Background: an optimization exercise with open tools, aiming at small area, a short achievable clock period and few clock cycles per item. Do not read the settings as production practice. RTL that was checked went through simulation tests only; none was proved equivalent to the original. Power and IR drop assume default switching activity.

==> job 6875: inputs <==
## rv_core_top
module rv_core_top #(
	parameter int IMEM_AW = 12,
	parameter int DMEM_AW = 12
) (
	input  logic               CLK,
	input  logic               RSTn,
	output logic [IMEM_AW-1:0] i_mem_addr,
	input  logic [XLEN-1:0]    i_mem_rdata,
	output logic [REG_AW-1:0]  rf_ra1,
	output logic [REG_AW-1:0]  rf_ra2,
	input  logic [XLEN-1:0]    rf_rd1,
	input  logic [XLEN-1:0]    rf_rd2,
	output logic               rf_we,
	output logic [REG_AW-1:0]  rf_wa,
	output logic [XLEN-1:0]    rf_wd,
	output logic [DMEM_AW-1:0] d_mem_addr,
	output logic [XLEN-1:0]    d_mem_wdata,
	output logic               d_mem_we,
	input  logic [XLEN-1:0]    d_mem_rdata,
	output logic [31:0]        num_inst
);
make LEC_CHECK=0 CAP_MARGIN=20 CORE_MARGIN=2 CORE_UTILIZATION=30 SETUP_SLACK_MARGIN=3 SLEW_MARGIN=20 finish   # period 6.5 ns
run.sh (not shown) runs the stock make flow with config.mk's settings and CLKGATE_MAP_FILE= SYNTH_SCRIPT=/design/flow/synth_recipe.tcl, a recipe that flattens the netlist after the stock synthesis.
==> inputs of job 7470, as changes to job 6875 <==
==> flow/design.v (replaced) <==
package rv_pkg;
	parameter int XLEN   = 32;
	parameter int REG_AW = 5;
	parameter logic [6:0] OP_R     = 7'b0110011;
	parameter logic [6:0] OP_IMM   = 7'b0010011;
	parameter logic [6:0] OP_LOAD  = 7'b0000011;
	parameter logic [6:0] OP_STORE = 7'b0100011;
	parameter logic [2:0] F3_ADD  = 3'b000;
	parameter logic [2:0] F3_SLL  = 3'b001;
	parameter logic [2:0] F3_SLT  = 3'b010;
	parameter logic [2:0] F3_SLTU = 3'b011;
	parameter logic [2:0] F3_XOR  = 3'b100;
	parameter logic [2:0] F3_SR   = 3'b101;
	parameter logic [2:0] F3_OR   = 3'b110;
	parameter logic [2:0] F3_AND  = 3'b111;
	typedef enum logic [3:0] {
		ALU_ADD  = 4'd0,
		ALU_SUB  = 4'd1,
		ALU_SLL  = 4'd2,
		ALU_SLT  = 4'd3,
		ALU_SLTU = 4'd4,
		ALU_XOR  = 4'd5,
		ALU_SRL  = 4'd6,
		ALU_SRA  = 4'd7,
		ALU_OR   = 4'd8,
		ALU_AND  = 4'd9
	} alu_op_e;
endpackage
`timescale 1ns/1ps
import rv_pkg::*;
module rv_alu (
	input  logic [2:0]      f3,
	input  logic            sub,      
	input  logic            alt,      
	input  logic [XLEN-1:0] a,
	input  logic [XLEN-1:0] b,
	output logic [XLEN-1:0] result
);
	logic [XLEN-1:0] bx;
	logic [XLEN-1:0] sum;
	logic            cout;
	logic            lt_s;
	logic            lt_u;
	logic            fill;
	logic [XLEN-1:0] a_rev;
	logic [XLEN-1:0] sh_in;
	logic [XLEN-1:0] shr;
	logic [XLEN-1:0] shl;
	logic [XLEN-1:0] lg;
	logic            t1;
	logic            t3;
	logic            s_add;
	logic            s_sll;
	logic            s_slt;
	logic            s_sltu;
	logic            s_sr;
	logic            s_lg;
	assign bx = b ^ {XLEN{sub}};
	assign {cout, sum} = {1'b0, a} + {1'b0, bx} + {{XLEN{1'b0}}, sub};
	assign lt_u = !cout;
	assign lt_s = (a[XLEN-1] ^ b[XLEN-1]) ? a[XLEN-1] : sum[XLEN-1];
	always_comb begin
		for (int i = 0; i < XLEN; i++)
			a_rev[i] = a[XLEN-1-i];
	end
	assign fill  = alt && a[XLEN-1];
	assign sh_in = f3[2] ? a : a_rev;
	assign shr   = XLEN'($signed({fill, sh_in}) >>> b[4:0]);
	always_comb begin
		for (int i = 0; i < XLEN; i++)
			shl[i] = shr[XLEN-1-i];
	end
	assign t1 = !(f3[1] && f3[0]);
	assign t3 = f3[1];
	always_comb begin
		for (int i = 0; i < XLEN; i++)
			lg[i] = a[i] ? (b[i] ? t3 : t1) : (b[i] ? t1 : 1'b0);
	end
	assign s_add  = (f3 == F3_ADD);
	assign s_sll  = (f3 == F3_SLL);
	assign s_slt  = (f3 == F3_SLT);
	assign s_sltu = (f3 == F3_SLTU);
	assign s_sr   = (f3 == F3_SR);
	assign s_lg   = f3[2] && (f3[1] || !f3[0]);
	assign result = ({XLEN{s_add}} & sum) | ({XLEN{s_sll}} & shl) | ({XLEN{s_sr}} & shr)
		| ({XLEN{s_lg}} & lg) | {{(XLEN-1){1'b0}}, (s_slt && lt_s) || (s_sltu && lt_u)};
endmodule
`timescale 1ns/1ps
import rv_pkg::*;
module rv_fetch #(
	parameter int IMEM_AW = 12
) (
	input  logic               CLK,
	input  logic               RSTn,
	input  logic               stall,
	output logic [IMEM_AW-1:0] i_mem_addr,
	output logic [31:0]        num_inst
);
	logic [IMEM_AW-3:0] pc;
	logic               e_valid;
	logic               w_valid;
	logic [31:0]        inc;
	logic [3:0]         blk;
	always_comb begin
		blk[0] = w_valid;
		for (int k = 1; k < 4; k++)
			blk[k] = blk[k-1] && (&num_inst[8*k-8 +: 8]);
		for (int k = 0; k < 4; k++) begin
			inc[8*k] = blk[k];
			for (int i = 1; i < 8; i++)
				inc[8*k+i] = inc[8*k+i-1] && num_inst[8*k+i-1];
		end
	end
	always_ff @(posedge CLK) begin
		if (RSTn) begin
			pc       <= '0;
			e_valid  <= 1'b0;
			w_valid  <= 1'b0;
			num_inst <= '0;
		end else begin
			pc       <= pc + {{(IMEM_AW-3){1'b0}}, !stall};
			e_valid  <= !stall;
			w_valid  <= e_valid;
			num_inst <= num_inst ^ inc;
		end
	end
	assign i_mem_addr = {pc, 2'b00};
endmodule
`timescale 1ns/1ps
import rv_pkg::*;
module rv_decode (
	input  logic              CLK,
	input  logic              RSTn,
	input  logic [XLEN-1:0]   instr,
	input  logic [XLEN-1:0]   rf_rd1,
	input  logic [XLEN-1:0]   rf_rd2,
	output logic [REG_AW-1:0] rf_ra1,
	output logic [REG_AW-1:0] rf_ra2,
	input  logic [XLEN-1:0]   e_fwd,
	input  logic [XLEN-1:0]   d_mem_rdata,
	input  logic              w_we,
	input  logic [REG_AW-1:0] w_rd,
	input  logic [XLEN-1:0]   w_fwd,
	output logic              stall,
	output logic [XLEN-1:0]   e_a,
	output logic [XLEN-1:0]   e_b,
	output logic [13:0]       e_ea,
	output logic [2:0]        e_f3,
	output logic              e_sub,
	output logic              e_alt,
	output logic              e_load,
	output logic              e_store,
	output logic              e_we,
	output logic [REG_AW-1:0] e_rd
);
	logic              is_alu;
	logic              is_r;
	logic              is_load;
	logic              is_store;
	logic [2:0]        f3;
	logic [REG_AW-1:0] rd;
	logic              hit_e1;
	logic              hit_e2;
	logic [XLEN-1:0]   rf_w1;
	logic [XLEN-1:0]   rf_w2;
	logic [13:0]       base;
	logic [13:0]       off;
	assign is_alu   = instr[4];
	assign is_r     = instr[4] && instr[5];
	assign is_load  = !instr[4] && !instr[5];
	assign is_store = !instr[4] && instr[5];
	assign f3       = instr[14:12];
	assign rd       = instr[11:7];
	assign rf_ra1   = instr[19:15];
	assign rf_ra2   = instr[24:20];
	assign hit_e1 = e_we && e_rd == rf_ra1;
	assign hit_e2 = e_we && e_rd == rf_ra2;
	assign rf_w1 = (w_we && w_rd == rf_ra1) ? w_fwd : rf_rd1;
	assign rf_w2 = (w_we && w_rd == rf_ra2) ? w_fwd : rf_rd2;
	assign base  = (hit_e1 && e_load) ? d_mem_rdata[13:0] : rf_w1[13:0];
	assign stall = !instr[4] && hit_e1 && !e_load;
	assign off = {{2{instr[31]}}, instr[31:25], is_store ? instr[11:7] : instr[24:20]};
	always_ff @(posedge CLK) begin
		if (RSTn) begin
			e_we    <= 1'b0;
			e_store <= 1'b0;
		end else begin
			e_we    <= (is_alu || is_load) && (rd != '0) && !stall;
			e_store <= is_store && !stall;
		end
	end
	always_ff @(posedge CLK) begin
		e_a     <= hit_e1 ? e_fwd : rf_w1;
		if (!instr[5])
			e_b <= {{20{instr[31]}}, instr[31:20]};
		else
			e_b <= hit_e2 ? e_fwd : rf_w2;
		e_ea    <= base + off;
		e_f3    <= f3;
		e_sub   <= (is_r && f3 == F3_ADD && instr[30]) || (f3 == F3_SLT) || (f3 == F3_SLTU);
		e_alt   <= instr[30];
		e_load  <= is_load;
		e_rd    <= rd;
	end
endmodule
`timescale 1ns/1ps
import rv_pkg::*;
module rv_execute #(
	parameter int DMEM_AW = 12
) (
	input  logic [XLEN-1:0]    e_a,
	input  logic [XLEN-1:0]    e_b,
	input  logic [13:0]        e_ea,
	input  logic [2:0]         e_f3,
	input  logic               e_sub,
	input  logic               e_alt,
	input  logic               e_load,
	input  logic               e_store,
	input  logic [XLEN-1:0]    d_mem_rdata,
	output logic [DMEM_AW-1:0] d_mem_addr,
	output logic [XLEN-1:0]    d_mem_wdata,
	output logic               d_mem_we,
	output logic [XLEN-1:0]    alu_y,
	output logic [XLEN-1:0]    e_out
);
	rv_alu u_alu (
		.f3     (e_f3),
		.sub    (e_sub),
		.alt    (e_alt),
		.a      (e_a),
		.b      (e_b),
		.result (alu_y)
	);
	assign d_mem_addr  = e_ea[DMEM_AW+1:2];
	assign d_mem_wdata = e_b;
	assign d_mem_we    = e_store;
	assign e_out = e_load ? d_mem_rdata : alu_y;
endmodule
`timescale 1ns/1ps
import rv_pkg::*;
module rv_mem_wb (
	input  logic              CLK,
	input  logic              RSTn,
	input  logic              e_we,
	input  logic [REG_AW-1:0] e_rd,
	input  logic [XLEN-1:0]   e_out,
	output logic              rf_we,
	output logic [REG_AW-1:0] rf_wa,
	output logic [XLEN-1:0]   rf_wd
);
	always_ff @(posedge CLK) begin
		if (RSTn)
			rf_we <= 1'b0;
		else
			rf_we <= e_we;
	end
	always_ff @(posedge CLK) begin
		rf_wa <= e_rd;
		rf_wd <= e_out;
	end
endmodule
`timescale 1ns/1ps
import rv_pkg::*;
module rv_core_top #(
	parameter int IMEM_AW = 12,
	parameter int DMEM_AW = 12
) (
	input  logic               CLK,
	input  logic               RSTn,
	output logic [IMEM_AW-1:0] i_mem_addr,
	input  logic [XLEN-1:0]    i_mem_rdata,
	output logic [REG_AW-1:0]  rf_ra1,
	output logic [REG_AW-1:0]  rf_ra2,
	input  logic [XLEN-1:0]    rf_rd1,
	input  logic [XLEN-1:0]    rf_rd2,
	output logic               rf_we,
	output logic [REG_AW-1:0]  rf_wa,
	output logic [XLEN-1:0]    rf_wd,
	output logic [DMEM_AW-1:0] d_mem_addr,
	output logic [XLEN-1:0]    d_mem_wdata,
	output logic               d_mem_we,
	input  logic [XLEN-1:0]    d_mem_rdata,
	output logic [31:0]        num_inst
);
	logic [XLEN-1:0]   e_a;
	logic [XLEN-1:0]   e_b;
	logic [13:0]       e_ea;
	logic              stall;
	logic [2:0]        e_f3;
	logic              e_sub;
	logic              e_alt;
	logic              e_load;
	logic              e_store;
	logic              e_we;
	logic [REG_AW-1:0] e_rd;
	logic [XLEN-1:0]   e_out;
	rv_fetch #(.IMEM_AW(IMEM_AW)) u_fetch (
		.CLK        (CLK),
		.RSTn       (RSTn),
		.stall      (stall),
		.i_mem_addr (i_mem_addr),
		.num_inst   (num_inst)
	);
	rv_decode u_decode (
		.CLK     (CLK),
		.RSTn    (RSTn),
		.instr   (i_mem_rdata),
		.rf_rd1  (rf_rd1),
		.rf_rd2  (rf_rd2),
		.rf_ra1  (rf_ra1),
		.rf_ra2  (rf_ra2),
		.e_fwd   (e_out),
		.d_mem_rdata (d_mem_rdata),
		.stall   (stall),
		.w_we    (rf_we),
		.w_rd    (rf_wa),
		.w_fwd   (rf_wd),
		.e_a     (e_a),
		.e_b     (e_b),
		.e_ea    (e_ea),
		.e_f3    (e_f3),
		.e_sub   (e_sub),
		.e_alt   (e_alt),
		.e_load  (e_load),
		.e_store (e_store),
		.e_we    (e_we),
		.e_rd    (e_rd)
	);
	rv_execute #(.DMEM_AW(DMEM_AW)) u_execute (
		.e_a         (e_a),
		.e_b         (e_b),
		.e_ea        (e_ea),
		.e_f3        (e_f3),
		.e_sub       (e_sub),
		.e_alt       (e_alt),
		.e_load      (e_load),
		.e_store     (e_store),
		.d_mem_rdata (d_mem_rdata),
		.d_mem_addr  (d_mem_addr),
		.d_mem_wdata (d_mem_wdata),
		.d_mem_we    (d_mem_we),
		.alu_y       (),
		.e_out       (e_out)
	);
	rv_mem_wb u_mem_wb (
		.CLK   (CLK),
		.RSTn  (RSTn),
		.e_we  (e_we),
		.e_rd  (e_rd),
		.e_out (e_out),
		.rf_we (rf_we),
		.rf_wa (rf_wa),
		.rf_wd (rf_wd)
	);
endmodule
Settings changed: ABC_AREA set to 1, CORE_UTILIZATION 30 to 50, SETUP_SLACK_MARGIN 3 to 3.3.
==> run summary <==
Fraction of synthesized cell area taken by the top area cell type: job 6875 23.33%; job 7470 25.12%
Combinational logic power: job 6875 1800 uW; job 7470 1590 uW
Clock group share of total power: job 6875 24.5%; job 7470 26.5%
Destination of the worst register-to-register timing path: job 6875 u_decode.e_a[24]$_DFF_P_; job 7470 u_decode.e_b[13]$_DFF_P_
Vias in the first global route: job 6875 16.02k; job 7470 16.50k
Overall die area: job 6875 54480 sq um; job 7470 28590 sq um
Initial antenna violation count: job 6875 2; job 7470 0
Count of inserted tapcells: job 6875 688; job 7470 341
Total power draw: job 6875 4223 uW; job 7470 3907 uW
Layout fillers: job 6875 5385; job 7470 2141
Worst Path Required: job 6875 5200 ps; job 7470 6880 ps
Nature of the critical path startpoint: job 6875 flip-flop; job 7470 input pin
Xor/xnor cell area share of the yosys netlist: job 6875 4.826%; job 7470 3.278%
Hold Worst Slack: job 6875 393.5 ps; job 7470 355.7 ps
Arrival time at the worst endpoint: job 6875 2650 ps; job 7470 3920 ps
Post-synthesis share of cell area spent on and, or, nand and nor gates: job 6875 15.30%; job 7470 37.89%
Result of the run: job 6875 finished clean; job 7470 finished clean
Count of clock-net buffers in the final layout: job 6875 19; job 7470 18
Testbench counts of job 7470, summed over its fixed seeds: cycles 4,853, instructions 4,800.
No functional check of the RTL was part of job 6875.

========
==> inputs of branch amber <==
Another version of the RTL of rv_core_top (not shown whole).
==> module rv_alu, before the edit <==
module rv_alu (
	input  logic [2:0]      f3,
	input  logic            sub,      
	input  logic            alt,      
	input  logic [XLEN-1:0] a,
	input  logic [XLEN-1:0] b,
	output logic [XLEN-1:0] result
);
	logic [XLEN-1:0] bx;
	logic [XLEN-1:0] sum;
	logic            cout;
	logic            lt_s;
	logic            lt_u;
	logic            fill;
	logic [XLEN-1:0] a_rev;
	logic [XLEN-1:0] sh_in;
	logic [XLEN-1:0] shr;
	logic [XLEN-1:0] shl;
	logic [XLEN-1:0] lg;
	logic            t1;
	logic            t3;
	logic            s_add;
	logic            s_sll;
	logic            s_slt;
	logic            s_sltu;
	logic            s_sr;
	logic            s_lg;
	assign bx = b ^ {XLEN{sub}};
	assign {cout, sum} = {1'b0, a} + {1'b0, bx} + {{XLEN{1'b0}}, sub};
	assign lt_u = !cout;
	assign lt_s = (a[XLEN-1] ^ b[XLEN-1]) ? a[XLEN-1] : sum[XLEN-1];
	always_comb begin
		for (int i = 0; i < XLEN; i++)
			a_rev[i] = a[XLEN-1-i];
	end
	assign fill  = alt && a[XLEN-1];
	assign sh_in = f3[2] ? a : a_rev;
	assign shr   = XLEN'($signed({fill, sh_in}) >>> b[4:0]);
	always_comb begin
		for (int i = 0; i < XLEN; i++)
			shl[i] = shr[XLEN-1-i];
	end
	assign t1 = !(f3[1] && f3[0]);
	assign t3 = f3[1];
	always_comb begin
		for (int i = 0; i < XLEN; i++)
			lg[i] = a[i] ? (b[i] ? t3 : t1) : (b[i] ? t1 : 1'b0);
	end
	assign s_add  = (f3 == F3_ADD);
	assign s_sll  = (f3 == F3_SLL);
	assign s_slt  = (f3 == F3_SLT);
	assign s_sltu = (f3 == F3_SLTU);
	assign s_sr   = (f3 == F3_SR);
	assign s_lg   = f3[2] && (f3[1] || !f3[0]);
	assign result = ({XLEN{s_add}} & sum) | ({XLEN{s_sll}} & shl) | ({XLEN{s_sr}} & shr)
		| ({XLEN{s_lg}} & lg) | {{(XLEN-1){1'b0}}, (s_slt && lt_s) || (s_sltu && lt_u)};
endmodule
Settings: LEC_CHECK=0, ABC_AREA=1, CAP_MARGIN=20, CORE_MARGIN=2, CORE_UTILIZATION=30, SETUP_SLACK_MARGIN=3, SLEW_MARGIN=20; clock period 6.5 ns.
==> branch quartz: changes against branch amber <==
--- a/flow/design.v
+++ b/flow/design.v
@@ -88,22 +88,23 @@
 `timescale 1ns/1ps
 import rv_pkg::*;
 module rv_fetch #(
 	parameter int IMEM_AW = 12
 ) (
 	input  logic               CLK,
 	input  logic               RSTn,
+	input  logic               stall,
 	output logic [IMEM_AW-1:0] i_mem_addr,
 	output logic [31:0]        num_inst
 );
 	logic [IMEM_AW-3:0] pc;
 	logic               e_valid;
 	logic               w_valid;
-	logic [31:0] inc;
-	logic [3:0]  blk;
+	logic [31:0]        inc;
+	logic [3:0]         blk;
 	always_comb begin
 		blk[0] = w_valid;
 		for (int k = 1; k < 4; k++)
 			blk[k] = blk[k-1] && (&num_inst[8*k-8 +: 8]);
 		for (int k = 0; k < 4; k++) begin
 			inc[8*k] = blk[k];
 			for (int i = 1; i < 8; i++)
@@ -113,16 +114,16 @@
 	always_ff @(posedge CLK) begin
 		if (RSTn) begin
 			pc       <= '0;
 			e_valid  <= 1'b0;
 			w_valid  <= 1'b0;
 			num_inst <= '0;
 		end else begin
-			pc       <= pc + 1'b1;
-			e_valid  <= 1'b1;
+			pc       <= pc + {{(IMEM_AW-3){1'b0}}, !stall};
+			e_valid  <= !stall;
 			w_valid  <= e_valid;
 			num_inst <= num_inst ^ inc;
 		end
 	end
 	assign i_mem_addr = {pc, 2'b00};
 endmodule
 `timescale 1ns/1ps
@@ -132,135 +133,109 @@
 	input  logic              RSTn,
 	input  logic [XLEN-1:0]   instr,
 	input  logic [XLEN-1:0]   rf_rd1,
 	input  logic [XLEN-1:0]   rf_rd2,
 	output logic [REG_AW-1:0] rf_ra1,
 	output logic [REG_AW-1:0] rf_ra2,
 	input  logic [XLEN-1:0]   e_fwd,
+	input  logic [XLEN-1:0]   d_mem_rdata,
 	input  logic              w_we,
 	input  logic [REG_AW-1:0] w_rd,
 	input  logic [XLEN-1:0]   w_fwd,
+	output logic              stall,
 	output logic [XLEN-1:0]   e_a,
-	output logic [13:0]       e_base,
 	output logic [XLEN-1:0]   e_b,
-	output logic [11:0]       e_imm,
+	output logic [13:0]       e_ea,
 	output logic [2:0]        e_f3,
 	output logic              e_sub,
 	output logic              e_alt,
 	output logic              e_load,
 	output logic              e_store,
 	output logic              e_we,
 	output logic [REG_AW-1:0] e_rd
 );
-	logic            is_alu;
-	logic            is_r;
-	logic            is_load;
-	logic            is_store;
-	logic [2:0]      f3;
+	logic              is_alu;
+	logic              is_r;
+	logic              is_load;
+	logic              is_store;
+	logic [2:0]        f3;
 	logic [REG_AW-1:0] rd;
-	logic [XLEN-1:0] rs1_val;
-	logic [XLEN-1:0] rs2_val;
+	logic              hit_e1;
+	logic              hit_e2;
+	logic [XLEN-1:0]   rf_w1;
+	logic [XLEN-1:0]   rf_w2;
+	logic [13:0]       base;
+	logic [13:0]       off;
 	assign is_alu   = instr[4];
 	assign is_r     = instr[4] && instr[5];
 	assign is_load  = !instr[4] && !instr[5];
 	assign is_store = !instr[4] && instr[5];
 	assign f3       = instr[14:12];
 	assign rd       = instr[11:7];
 	assign rf_ra1   = instr[19:15];
 	assign rf_ra2   = instr[24:20];
-	always_comb begin
-		if (e_we && e_rd == rf_ra1)
-			rs1_val = e_fwd;
-		else if (w_we && w_rd == rf_ra1)
-			rs1_val = w_fwd;
-		else
-			rs1_val = rf_rd1;
-		if (e_we && e_rd == rf_ra2)
-			rs2_val = e_fwd;
-		else if (w_we && w_rd == rf_ra2)
-			rs2_val = w_fwd;
-		else
-			rs2_val = rf_rd2;
-	end
+	assign hit_e1 = e_we && e_rd == rf_ra1;
+	assign hit_e2 = e_we && e_rd == rf_ra2;
+	assign rf_w1 = (w_we && w_rd == rf_ra1) ? w_fwd : rf_rd1;
+	assign rf_w2 = (w_we && w_rd == rf_ra2) ? w_fwd : rf_rd2;
+	assign base  = (hit_e1 && e_load) ? d_mem_rdata[13:0] : rf_w1[13:0];
+	assign stall = !instr[4] && hit_e1 && !e_load;
+	assign off = {{2{instr[31]}}, instr[31:25], is_store ? instr[11:7] : instr[24:20]};
 	always_ff @(posedge CLK) begin
 		if (RSTn) begin
 			e_we    <= 1'b0;
 			e_store <= 1'b0;
 		end else begin
-			e_we    <= (is_alu || is_load) && (rd != '0);
-			e_store <= is_store;
+			e_we    <= (is_alu || is_load) && (rd != '0) && !stall;
+			e_store <= is_store && !stall;
 		end
 	end
 	always_ff @(posedge CLK) begin
-		e_a     <= rs1_val;
-		e_base  <= rs1_val[13:0] & {14{!instr[4]}};
-		e_b     <= (instr[5]) ? rs2_val : {{20{instr[31]}}, instr[31:20]};
-		e_imm   <= {instr[31:25], is_store ? instr[11:7] : instr[24:20]};
+		e_a     <= hit_e1 ? e_fwd : rf_w1;
+		if (!instr[5])
+			e_b <= {{20{instr[31]}}, instr[31:20]};
+		else
+			e_b <= hit_e2 ? e_fwd : rf_w2;
+		e_ea    <= base + off;
 		e_f3    <= f3;
 		e_sub   <= (is_r && f3 == F3_ADD && instr[30]) || (f3 == F3_SLT) || (f3 == F3_SLTU);
 		e_alt   <= instr[30];
 		e_load  <= is_load;
 		e_rd    <= rd;
 	end
 endmodule
 `timescale 1ns/1ps
 import rv_pkg::*;
 module rv_execute #(
 	parameter int DMEM_AW = 12
 ) (
 	input  logic [XLEN-1:0]    e_a,
-	input  logic [DMEM_AW+1:0] e_base,
 	input  logic [XLEN-1:0]    e_b,
-	input  logic [11:0]        e_imm,
+	input  logic [13:0]        e_ea,
 	input  logic [2:0]         e_f3,
 	input  logic               e_sub,
 	input  logic               e_alt,
 	input  logic               e_load,
 	input  logic               e_store,
 	input  logic [XLEN-1:0]    d_mem_rdata,
 	output logic [DMEM_AW-1:0] d_mem_addr,
 	output logic [XLEN-1:0]    d_mem_wdata,
 	output logic               d_mem_we,
+	output logic [XLEN-1:0]    alu_y,
 	output logic [XLEN-1:0]    e_out
 );
-	logic [XLEN-1:0]    alu_y;
-	localparam int AW = DMEM_AW + 2;
-	logic [AW-1:0] ea;
-	logic [AW-1:0] off;
-	logic [AW-1:0] g;
-	logic [AW-1:0] p;
-	logic [AW-1:0] cg;
 	rv_alu u_alu (
 		.f3     (e_f3),
 		.sub    (e_sub),
 		.alt    (e_alt),
 		.a      (e_a),
 		.b      (e_b),
 		.result (alu_y)
 	);
-	assign off = {{(DMEM_AW-10){e_imm[11]}}, e_imm};
-	always_comb begin
-		logic [AW-1:0] pp;
-		g  = e_base & off;
-		p  = e_base ^ off;
-		cg = g;
-		pp = p;
-		for (int l = 0; (1 << l) < AW; l++) begin
-			for (int i = AW - 1; i >= 0; i--) begin
-				if ((i >> l) & 1) begin
-					cg[i] = cg[i] | (pp[i] & cg[((i >> l) << l) - 1]);
-					pp[i] = pp[i] & pp[((i >> l) << l) - 1];
-				end
-			end
-		end
-		ea[0] = p[0];
-		for (int i = 1; i < AW; i++)
-			ea[i] = p[i] ^ cg[i-1];
-	end
-	assign d_mem_addr  = ea[DMEM_AW+1:2];
+	assign d_mem_addr  = e_ea[DMEM_AW+1:2];
 	assign d_mem_wdata = e_b;
 	assign d_mem_we    = e_store;
 	assign e_out = e_load ? d_mem_rdata : alu_y;
 endmodule
 `timescale 1ns/1ps
 import rv_pkg::*;
 module rv_mem_wb (
@@ -304,69 +279,71 @@
 	output logic [DMEM_AW-1:0] d_mem_addr,
 	output logic [XLEN-1:0]    d_mem_wdata,
 	output logic               d_mem_we,
 	input  logic [XLEN-1:0]    d_mem_rdata,
 	output logic [31:0]        num_inst
 );
 	logic [XLEN-1:0]   e_a;
-	logic [13:0]       e_base;
 	logic [XLEN-1:0]   e_b;
-	logic [11:0]       e_imm;
+	logic [13:0]       e_ea;
+	logic              stall;
 	logic [2:0]        e_f3;
 	logic              e_sub;
 	logic              e_alt;
 	logic              e_load;
 	logic              e_store;
 	logic              e_we;
 	logic [REG_AW-1:0] e_rd;
 	logic [XLEN-1:0]   e_out;
 	rv_fetch #(.IMEM_AW(IMEM_AW)) u_fetch (
 		.CLK        (CLK),
 		.RSTn       (RSTn),
+		.stall      (stall),
 		.i_mem_addr (i_mem_addr),
 		.num_inst   (num_inst)
 	);
 	rv_decode u_decode (
 		.CLK     (CLK),
 		.RSTn    (RSTn),
 		.instr   (i_mem_rdata),
 		.rf_rd1  (rf_rd1),
 		.rf_rd2  (rf_rd2),
 		.rf_ra1  (rf_ra1),
 		.rf_ra2  (rf_ra2),
 		.e_fwd   (e_out),
+		.d_mem_rdata (d_mem_rdata),
+		.stall   (stall),
 		.w_we    (rf_we),
 		.w_rd    (rf_wa),
 		.w_fwd   (rf_wd),
 		.e_a     (e_a),
-		.e_base  (e_base),
 		.e_b     (e_b),
-		.e_imm   (e_imm),
+		.e_ea    (e_ea),
 		.e_f3    (e_f3),
 		.e_sub   (e_sub),
 		.e_alt   (e_alt),
 		.e_load  (e_load),
 		.e_store (e_store),
 		.e_we    (e_we),
 		.e_rd    (e_rd)
 	);
 	rv_execute #(.DMEM_AW(DMEM_AW)) u_execute (
 		.e_a         (e_a),
-		.e_base      (e_base),
 		.e_b         (e_b),
-		.e_imm       (e_imm),
+		.e_ea        (e_ea),
 		.e_f3        (e_f3),
 		.e_sub       (e_sub),
 		.e_alt       (e_alt),
 		.e_load      (e_load),
 		.e_store     (e_store),
 		.d_mem_rdata (d_mem_rdata),
 		.d_mem_addr  (d_mem_addr),
 		.d_mem_wdata (d_mem_wdata),
 		.d_mem_we    (d_mem_we),
+		.alu_y       (),
 		.e_out       (e_out)
 	);
 	rv_mem_wb u_mem_wb (
 		.CLK   (CLK),
 		.RSTn  (RSTn),
 		.e_we  (e_we),
 		.e_rd  (e_rd),
==> flow/flow/run.sh (new file) <==
#!/bin/bash
# The standard layout (standard.sh, the standard flow's own ORFS run) with one change:
# the buffer that global placement puts on every input and output port is
# the smallest plain buffer, sky130_fd_sc_hd__buf_1, instead of ORFS's
# default pick (a clkdlybuf4s50_1 delay cell). Every port still gets its
# own buffer. ORFS writes each step's full log under orfs/logs/; the make
# output goes to standard.log here.
set -euo pipefail
export BUFFER_PORTS_ARGS="-buffer_cell sky130_fd_sc_hd__buf_1"
bash standard.sh finish > standard.log 2>&1 || { tail -50 standard.log; exit 1; }
tail -5 standard.log
==> flow/standard.sh (new file) <==
#!/bin/bash
# synth_recipe.tcl (not shown) runs the flow's synth.tcl, then flattens the netlist and writes it again
# the make line also repeats each setting of config.mk as NAME=value (left out here)
make -C /OpenROAD-flow-scripts/flow DESIGN_CONFIG=/design/flow/config.mk WORK_HOME=/design/flow/orfs CLKGATE_MAP_FILE= SYNTH_SCRIPT=/design/flow/synth_recipe.tcl "${@:-finish}"
==> flow/config.mk (replaced) <==
export PLATFORM = sky130hd
export DESIGN_NAME = rv_core_top
export DESIGN_NICKNAME = rv_core_top
export VERILOG_FILES = /design/flow/design.v
export SDC_FILE = /design/flow/constraint.sdc
export NUM_CORES = 4
export LEC_CHECK = 0
export ABC_AREA = 1
export CAP_MARGIN = 20
export CORE_MARGIN = 2
export CORE_UTILIZATION = 22
export CTS_BUF_LIST = sky130_fd_sc_hd__clkbuf_4 sky130_fd_sc_hd__clkbuf_8
export SETUP_SLACK_MARGIN = 3
export SLEW_MARGIN = 20
removed: flow/run.sh
==> branch nickel: changes against branch amber <==
--- a/flow/design.v
+++ b/flow/design.v
@@ -88,22 +88,23 @@
 `timescale 1ns/1ps
 import rv_pkg::*;
 module rv_fetch #(
 	parameter int IMEM_AW = 12
 ) (
 	input  logic               CLK,
 	input  logic               RSTn,
+	input  logic               stall,
 	output logic [IMEM_AW-1:0] i_mem_addr,
 	output logic [31:0]        num_inst
 );
 	logic [IMEM_AW-3:0] pc;
 	logic               e_valid;
 	logic               w_valid;
-	logic [31:0] inc;
-	logic [3:0]  blk;
+	logic [31:0]        inc;
+	logic [3:0]         blk;
 	always_comb begin
 		blk[0] = w_valid;
 		for (int k = 1; k < 4; k++)
 			blk[k] = blk[k-1] && (&num_inst[8*k-8 +: 8]);
 		for (int k = 0; k < 4; k++) begin
 			inc[8*k] = blk[k];
 			for (int i = 1; i < 8; i++)
@@ -113,16 +114,16 @@
 	always_ff @(posedge CLK) begin
 		if (RSTn) begin
 			pc       <= '0;
 			e_valid  <= 1'b0;
 			w_valid  <= 1'b0;
 			num_inst <= '0;
 		end else begin
-			pc       <= pc + 1'b1;
-			e_valid  <= 1'b1;
+			pc       <= pc + {{(IMEM_AW-3){1'b0}}, !stall};
+			e_valid  <= !stall;
 			w_valid  <= e_valid;
 			num_inst <= num_inst ^ inc;
 		end
 	end
 	assign i_mem_addr = {pc, 2'b00};
 endmodule
 `timescale 1ns/1ps
@@ -132,135 +133,109 @@
 	input  logic              RSTn,
 	input  logic [XLEN-1:0]   instr,
 	input  logic [XLEN-1:0]   rf_rd1,
 	input  logic [XLEN-1:0]   rf_rd2,
 	output logic [REG_AW-1:0] rf_ra1,
 	output logic [REG_AW-1:0] rf_ra2,
 	input  logic [XLEN-1:0]   e_fwd,
+	input  logic [XLEN-1:0]   d_mem_rdata,
 	input  logic              w_we,
 	input  logic [REG_AW-1:0] w_rd,
 	input  logic [XLEN-1:0]   w_fwd,
+	output logic              stall,
 	output logic [XLEN-1:0]   e_a,
-	output logic [13:0]       e_base,
 	output logic [XLEN-1:0]   e_b,
-	output logic [11:0]       e_imm,
+	output logic [13:0]       e_ea,
 	output logic [2:0]        e_f3,
 	output logic              e_sub,
 	output logic              e_alt,
 	output logic              e_load,
 	output logic              e_store,
 	output logic              e_we,
 	output logic [REG_AW-1:0] e_rd
 );
-	logic            is_alu;
-	logic            is_r;
-	logic            is_load;
-	logic            is_store;
-	logic [2:0]      f3;
+	logic              is_alu;
+	logic              is_r;
+	logic              is_load;
+	logic              is_store;
+	logic [2:0]        f3;
 	logic [REG_AW-1:0] rd;
-	logic [XLEN-1:0] rs1_val;
-	logic [XLEN-1:0] rs2_val;
+	logic              hit_e1;
+	logic              hit_e2;
+	logic [XLEN-1:0]   rf_w1;
+	logic [XLEN-1:0]   rf_w2;
+	logic [13:0]       base;
+	logic [13:0]       off;
 	assign is_alu   = instr[4];
 	assign is_r     = instr[4] && instr[5];
 	assign is_load  = !instr[4] && !instr[5];
 	assign is_store = !instr[4] && instr[5];
 	assign f3       = instr[14:12];
 	assign rd       = instr[11:7];
 	assign rf_ra1   = instr[19:15];
 	assign rf_ra2   = instr[24:20];
-	always_comb begin
-		if (e_we && e_rd == rf_ra1)
-			rs1_val = e_fwd;
-		else if (w_we && w_rd == rf_ra1)
-			rs1_val = w_fwd;
-		else
-			rs1_val = rf_rd1;
-		if (e_we && e_rd == rf_ra2)
-			rs2_val = e_fwd;
-		else if (w_we && w_rd == rf_ra2)
-			rs2_val = w_fwd;
-		else
-			rs2_val = rf_rd2;
-	end
+	assign hit_e1 = e_we && e_rd == rf_ra1;
+	assign hit_e2 = e_we && e_rd == rf_ra2;
+	assign rf_w1 = (w_we && w_rd == rf_ra1) ? w_fwd : rf_rd1;
+	assign rf_w2 = (w_we && w_rd == rf_ra2) ? w_fwd : rf_rd2;
+	assign base  = (hit_e1 && e_load) ? d_mem_rdata[13:0] : rf_w1[13:0];
+	assign stall = !instr[4] && hit_e1 && !e_load;
+	assign off = {{2{instr[31]}}, instr[31:25], is_store ? instr[11:7] : instr[24:20]};
 	always_ff @(posedge CLK) begin
 		if (RSTn) begin
 			e_we    <= 1'b0;
 			e_store <= 1'b0;
 		end else begin
-			e_we    <= (is_alu || is_load) && (rd != '0);
-			e_store <= is_store;
+			e_we    <= (is_alu || is_load) && (rd != '0) && !stall;
+			e_store <= is_store && !stall;
 		end
 	end
 	always_ff @(posedge CLK) begin
-		e_a     <= rs1_val;
-		e_base  <= rs1_val[13:0] & {14{!instr[4]}};
-		e_b     <= (instr[5]) ? rs2_val : {{20{instr[31]}}, instr[31:20]};
-		e_imm   <= {instr[31:25], is_store ? instr[11:7] : instr[24:20]};
+		e_a     <= hit_e1 ? e_fwd : rf_w1;
+		if (!instr[5])
+			e_b <= {{20{instr[31]}}, instr[31:20]};
+		else
+			e_b <= hit_e2 ? e_fwd : rf_w2;
+		e_ea    <= base + off;
 		e_f3    <= f3;
 		e_sub   <= (is_r && f3 == F3_ADD && instr[30]) || (f3 == F3_SLT) || (f3 == F3_SLTU);
 		e_alt   <= instr[30];
 		e_load  <= is_load;
 		e_rd    <= rd;
 	end
 endmodule
 `timescale 1ns/1ps
 import rv_pkg::*;
 module rv_execute #(
 	parameter int DMEM_AW = 12
 ) (
 	input  logic [XLEN-1:0]    e_a,
-	input  logic [DMEM_AW+1:0] e_base,
 	input  logic [XLEN-1:0]    e_b,
-	input  logic [11:0]        e_imm,
+	input  logic [13:0]        e_ea,
 	input  logic [2:0]         e_f3,
 	input  logic               e_sub,
 	input  logic               e_alt,
 	input  logic               e_load,
 	input  logic               e_store,
 	input  logic [XLEN-1:0]    d_mem_rdata,
 	output logic [DMEM_AW-1:0] d_mem_addr,
 	output logic [XLEN-1:0]    d_mem_wdata,
 	output logic               d_mem_we,
+	output logic [XLEN-1:0]    alu_y,
 	output logic [XLEN-1:0]    e_out
 );
-	logic [XLEN-1:0]    alu_y;
-	localparam int AW = DMEM_AW + 2;
-	logic [AW-1:0] ea;
-	logic [AW-1:0] off;
-	logic [AW-1:0] g;
-	logic [AW-1:0] p;
-	logic [AW-1:0] cg;
 	rv_alu u_alu (
 		.f3     (e_f3),
 		.sub    (e_sub),
 		.alt    (e_alt),
 		.a      (e_a),
 		.b      (e_b),
 		.result (alu_y)
 	);
-	assign off = {{(DMEM_AW-10){e_imm[11]}}, e_imm};
-	always_comb begin
-		logic [AW-1:0] pp;
-		g  = e_base & off;
-		p  = e_base ^ off;
-		cg = g;
-		pp = p;
-		for (int l = 0; (1 << l) < AW; l++) begin
-			for (int i = AW - 1; i >= 0; i--) begin
-				if ((i >> l) & 1) begin
-					cg[i] = cg[i] | (pp[i] & cg[((i >> l) << l) - 1]);
-					pp[i] = pp[i] & pp[((i >> l) << l) - 1];
-				end
-			end
-		end
-		ea[0] = p[0];
-		for (int i = 1; i < AW; i++)
-			ea[i] = p[i] ^ cg[i-1];
-	end
-	assign d_mem_addr  = ea[DMEM_AW+1:2];
+	assign d_mem_addr  = e_ea[DMEM_AW+1:2];
 	assign d_mem_wdata = e_b;
 	assign d_mem_we    = e_store;
 	assign e_out = e_load ? d_mem_rdata : alu_y;
 endmodule
 `timescale 1ns/1ps
 import rv_pkg::*;
 module rv_mem_wb (
@@ -304,69 +279,71 @@
 	output logic [DMEM_AW-1:0] d_mem_addr,
 	output logic [XLEN-1:0]    d_mem_wdata,
 	output logic               d_mem_we,
 	input  logic [XLEN-1:0]    d_mem_rdata,
 	output logic [31:0]        num_inst
 );
 	logic [XLEN-1:0]   e_a;
-	logic [13:0]       e_base;
 	logic [XLEN-1:0]   e_b;
-	logic [11:0]       e_imm;
+	logic [13:0]       e_ea;
+	logic              stall;
 	logic [2:0]        e_f3;
 	logic              e_sub;
 	logic              e_alt;
 	logic              e_load;
 	logic              e_store;
 	logic              e_we;
 	logic [REG_AW-1:0] e_rd;
 	logic [XLEN-1:0]   e_out;
 	rv_fetch #(.IMEM_AW(IMEM_AW)) u_fetch (
 		.CLK        (CLK),
 		.RSTn       (RSTn),
+		.stall      (stall),
 		.i_mem_addr (i_mem_addr),
 		.num_inst   (num_inst)
 	);
 	rv_decode u_decode (
 		.CLK     (CLK),
 		.RSTn    (RSTn),
 		.instr   (i_mem_rdata),
 		.rf_rd1  (rf_rd1),
 		.rf_rd2  (rf_rd2),
 		.rf_ra1  (rf_ra1),
 		.rf_ra2  (rf_ra2),
 		.e_fwd   (e_out),
+		.d_mem_rdata (d_mem_rdata),
+		.stall   (stall),
 		.w_we    (rf_we),
 		.w_rd    (rf_wa),
 		.w_fwd   (rf_wd),
 		.e_a     (e_a),
-		.e_base  (e_base),
 		.e_b     (e_b),
-		.e_imm   (e_imm),
+		.e_ea    (e_ea),
 		.e_f3    (e_f3),
 		.e_sub   (e_sub),
 		.e_alt   (e_alt),
 		.e_load  (e_load),
 		.e_store (e_store),
 		.e_we    (e_we),
 		.e_rd    (e_rd)
 	);
 	rv_execute #(.DMEM_AW(DMEM_AW)) u_execute (
 		.e_a         (e_a),
-		.e_base      (e_base),
 		.e_b         (e_b),
-		.e_imm       (e_imm),
+		.e_ea        (e_ea),
 		.e_f3        (e_f3),
 		.e_sub       (e_sub),
 		.e_alt       (e_alt),
 		.e_load      (e_load),
 		.e_store     (e_store),
 		.d_mem_rdata (d_mem_rdata),
 		.d_mem_addr  (d_mem_addr),
 		.d_mem_wdata (d_mem_wdata),
 		.d_mem_we    (d_mem_we),
+		.alu_y       (),
 		.e_out       (e_out)
 	);
 	rv_mem_wb u_mem_wb (
 		.CLK   (CLK),
 		.RSTn  (RSTn),
 		.e_we  (e_we),
 		.e_rd  (e_rd),
--- a/flow/config.mk
+++ b/flow/config.mk
@@ -5,9 +5,10 @@
 export SDC_FILE = /design/flow/constraint.sdc
 export NUM_CORES = 4
 export LEC_CHECK = 0
 export ABC_AREA = 1
 export CAP_MARGIN = 20
 export CORE_MARGIN = 2
 export CORE_UTILIZATION = 30
-export SETUP_SLACK_MARGIN = 3
+export SETUP_SLACK_MARGIN = 3.2
 export SLEW_MARGIN = 20
+export TNS_END_PERCENT = 5
==> branch cedar: changes against branch amber <==
--- a/flow/design.v
+++ b/flow/design.v
@@ -37,57 +37,48 @@
 	output logic [XLEN-1:0] result
 );
 	logic [XLEN-1:0] bx;
 	logic [XLEN-1:0] sum;
 	logic            cout;
 	logic            lt_s;
 	logic            lt_u;
+	logic            left;
 	logic            fill;
 	logic [XLEN-1:0] a_rev;
 	logic [XLEN-1:0] sh_in;
-	logic [XLEN-1:0] shr;
-	logic [XLEN-1:0] shl;
-	logic [XLEN-1:0] lg;
-	logic            t1;
-	logic            t3;
-	logic            s_add;
-	logic            s_sll;
-	logic            s_slt;
-	logic            s_sltu;
-	logic            s_sr;
-	logic            s_lg;
-	assign bx = b ^ {XLEN{sub}};
+	logic [XLEN-1:0] sh_out;
+	logic [XLEN-1:0] sh_rev;
+	assign bx  = b ^ {XLEN{sub}};
 	assign {cout, sum} = {1'b0, a} + {1'b0, bx} + {{XLEN{1'b0}}, sub};
 	assign lt_u = !cout;
 	assign lt_s = (a[XLEN-1] ^ b[XLEN-1]) ? a[XLEN-1] : sum[XLEN-1];
 	always_comb begin
 		for (int i = 0; i < XLEN; i++)
 			a_rev[i] = a[XLEN-1-i];
 	end
-	assign fill  = alt && a[XLEN-1];
-	assign sh_in = f3[2] ? a : a_rev;
-	assign shr   = XLEN'($signed({fill, sh_in}) >>> b[4:0]);
+	assign left   = !f3[2];
+	assign fill   = alt && a[XLEN-1];
+	assign sh_in  = left ? a_rev : a;
+	assign sh_out = XLEN'($signed({fill, sh_in}) >>> b[4:0]);
 	always_comb begin
 		for (int i = 0; i < XLEN; i++)
-			shl[i] = shr[XLEN-1-i];
+			sh_rev[i] = sh_out[XLEN-1-i];
 	end
-	assign t1 = !(f3[1] && f3[0]);
-	assign t3 = f3[1];
 	always_comb begin
-		for (int i = 0; i < XLEN; i++)
-			lg[i] = a[i] ? (b[i] ? t3 : t1) : (b[i] ? t1 : 1'b0);
+		case (f3)
+			F3_ADD:  result = sum;
+			F3_SLL:  result = sh_rev;
+			F3_SLT:  result = {{(XLEN-1){1'b0}}, lt_s};
+			F3_SLTU: result = {{(XLEN-1){1'b0}}, lt_u};
+			F3_XOR:  result = a ^ b;
+			F3_SR:   result = sh_out;
+			F3_OR:   result = a | b;
+			default: result = a & b;
+		endcase
 	end
-	assign s_add  = (f3 == F3_ADD);
-	assign s_sll  = (f3 == F3_SLL);
-	assign s_slt  = (f3 == F3_SLT);
-	assign s_sltu = (f3 == F3_SLTU);
-	assign s_sr   = (f3 == F3_SR);
-	assign s_lg   = f3[2] && (f3[1] || !f3[0]);
-	assign result = ({XLEN{s_add}} & sum) | ({XLEN{s_sll}} & shl) | ({XLEN{s_sr}} & shr)
-		| ({XLEN{s_lg}} & lg) | {{(XLEN-1){1'b0}}, (s_slt && lt_s) || (s_sltu && lt_u)};
 endmodule
 `timescale 1ns/1ps
 import rv_pkg::*;
 module rv_fetch #(
 	parameter int IMEM_AW = 12
 ) (
 	input  logic               CLK,
==> flow/config.mk (replaced) <==
export PLATFORM = sky130hd
export DESIGN_NAME = rv_core_top
export DESIGN_NICKNAME = rv_core_top
export VERILOG_FILES = /design/flow/design.v
export SDC_FILE = /design/flow/constraint.sdc
export NUM_CORES = 4
export LEC_CHECK = 0
export CAP_MARGIN = 20
export CORE_MARGIN = 2
export CORE_UTILIZATION = 30
export SETUP_SLACK_MARGIN = 4
export SLEW_MARGIN = 20
==> reports/metrics.csv <==
metric;value;unit
die_y;217;um
cp_slowest_stage_delay;0.57;ns
p_switching;0.00157;W
nWellTaps;600;
cts.clk_slew.worst_paths;0.07;ns
path_cells;clkdlybuf4s15_2 -> clkdlybuf4s50_1;
gp_congestion;0.967;
synth_xor_xnor_area_share;0.0328;
clock_buffer_count;17;
synth_adder_area_share;0.0861;
reg2reg_slack;3.28;ns
status;complete, no violations;
ir_worst_vdd;0.168;mV
drt_pass1_iterations;7;
min_period;3.45;ns
multi_input_area_share;0.502;
antenna_cells;1;
[end of results for branch nickel]
==> reports/metrics.csv <==
metric;value;unit
status;complete, no violations;
p_switching;0.00149;W
synth_xor_xnor_area_share;0.0346;
die_y;217;um
reg2reg_slack;3.26;ns
synth_adder_area_share;0.0901;
multi_input_area_share;0.505;
min_period;3.84;ns
drt_pass1_iterations;5;
clock_buffer_count;17;
path_cells;ha_4 -> a31o_4 -> nand3_2 -> nand2_2 -> nand3_2 -> nand2_2 -> a21o_1 -> a21o_1 -> inv_1 -> fa_2 -> inv_1 -> buf_2;
gp_congestion;1.01;
ir_worst_vdd;0.150;mV
antenna_cells;0;
[end of results for branch amber]
==> reports/metrics.csv <==
metric;value;unit
synth_adder_area_share;0.113;
p_switching;0.00203;W
die_y;233;um
min_period;3.96;ns
antenna_cells;2;
gp_congestion;1.04;
clock_buffer_count;17;
reg2reg_slack;2.96;ns
path_cells;ha_4 -> a31o_4 -> a21oi_4 -> o211ai_1 -> nand2_1 -> o21ai_2 -> o21a_2 -> o21a_1 -> nor2_2 -> xnor2_1 -> buf_4;
cp_slowest_stage_delay;0.34;ns
drt_pass1_iterations;6;
status;complete, no violations;
[end of results for branch cedar]
==> reports/metrics.csv <==
metric;value;unit
status;complete, no violations;
gp_congestion;1.04;
path_cells;buf_1 -> xor2_1 -> a211oi_2 -> nand3_4 -> buf_12 -> nand2_1 -> o21ai_0 -> mux2_2 -> ha_4 -> a21oi_1 -> o21ai_0 -> a21oi_1 -> nand2_2 -> buf_4 -> xor2_1;
nWellTaps;790;
die_y;253;um
cts.clk_slew.worst_paths;0.11;ns
p_switching;0.00146;W
drt_pass1_iterations;8;
min_period;3.37;ns
multi_input_area_share;0.560;
clock_buffer_count;19;
synth_adder_area_share;0.0861;
[end of results for branch quartz]
Testbench counts of branch quartz, summed over its fixed seeds: cycles 4,853, instructions 4,800.
Testbench counts of branch nickel, summed over its fixed seeds: cycles 4,853, instructions 4,800.
No functional check of the RTL was part of branch amber and branch cedar.

separate check: timing with driven ports:
The flow's constraints put no driver on any port. The routed layouts listed below were extracted and timed again, unchanged, in two steps.
Step 1 assumes that a clkbuf_16 drives the clock port and a buf_2 every other input.
Step 2 times the ports against the registers' clock, not the clock port: input delays grow and output delays shrink by t, the midpoint of the rising clock arrivals with the driver on.
a / b / c = ideal ports / drivers / drivers and shift; a / b = the first two.
run | t, ns | setup slack, ns | slew at the worst register clock pin (ns) | worst data-port slew with drivers (ns) | pins driven straight from the clock port
job 6875 | 0.499 | 2.546 / 2.495 / 2.670 | 0.08 / 0.08 | 0.10 | 1
job 7470 | 0.488 | 2.964 / 2.960 / 2.472 | 0.08 / 0.08 | 0.09 | 1
branch amber | 0.502 | 2.660 / 2.608 / 2.758 | 0.08 / 0.08 | 0.13 | 1
branch quartz | 0.544 | 3.133 / 3.136 / 2.592 | 0.11 / 0.11 | 0.09 | 1
branch nickel | 0.499 | 3.048 / 3.023 / 2.612 | 0.08 / 0.08 | 0.08 | 1
branch cedar | 0.516 | 2.537 / 2.482 / 2.964 | 0.08 / 0.08 | 0.09 | 1
After both steps setup and hold are still met in every run listed. For branch quartz, which loses most, drivers alone change the setup slack by +0.003 ns; drivers and shift together by -0.541 ns.
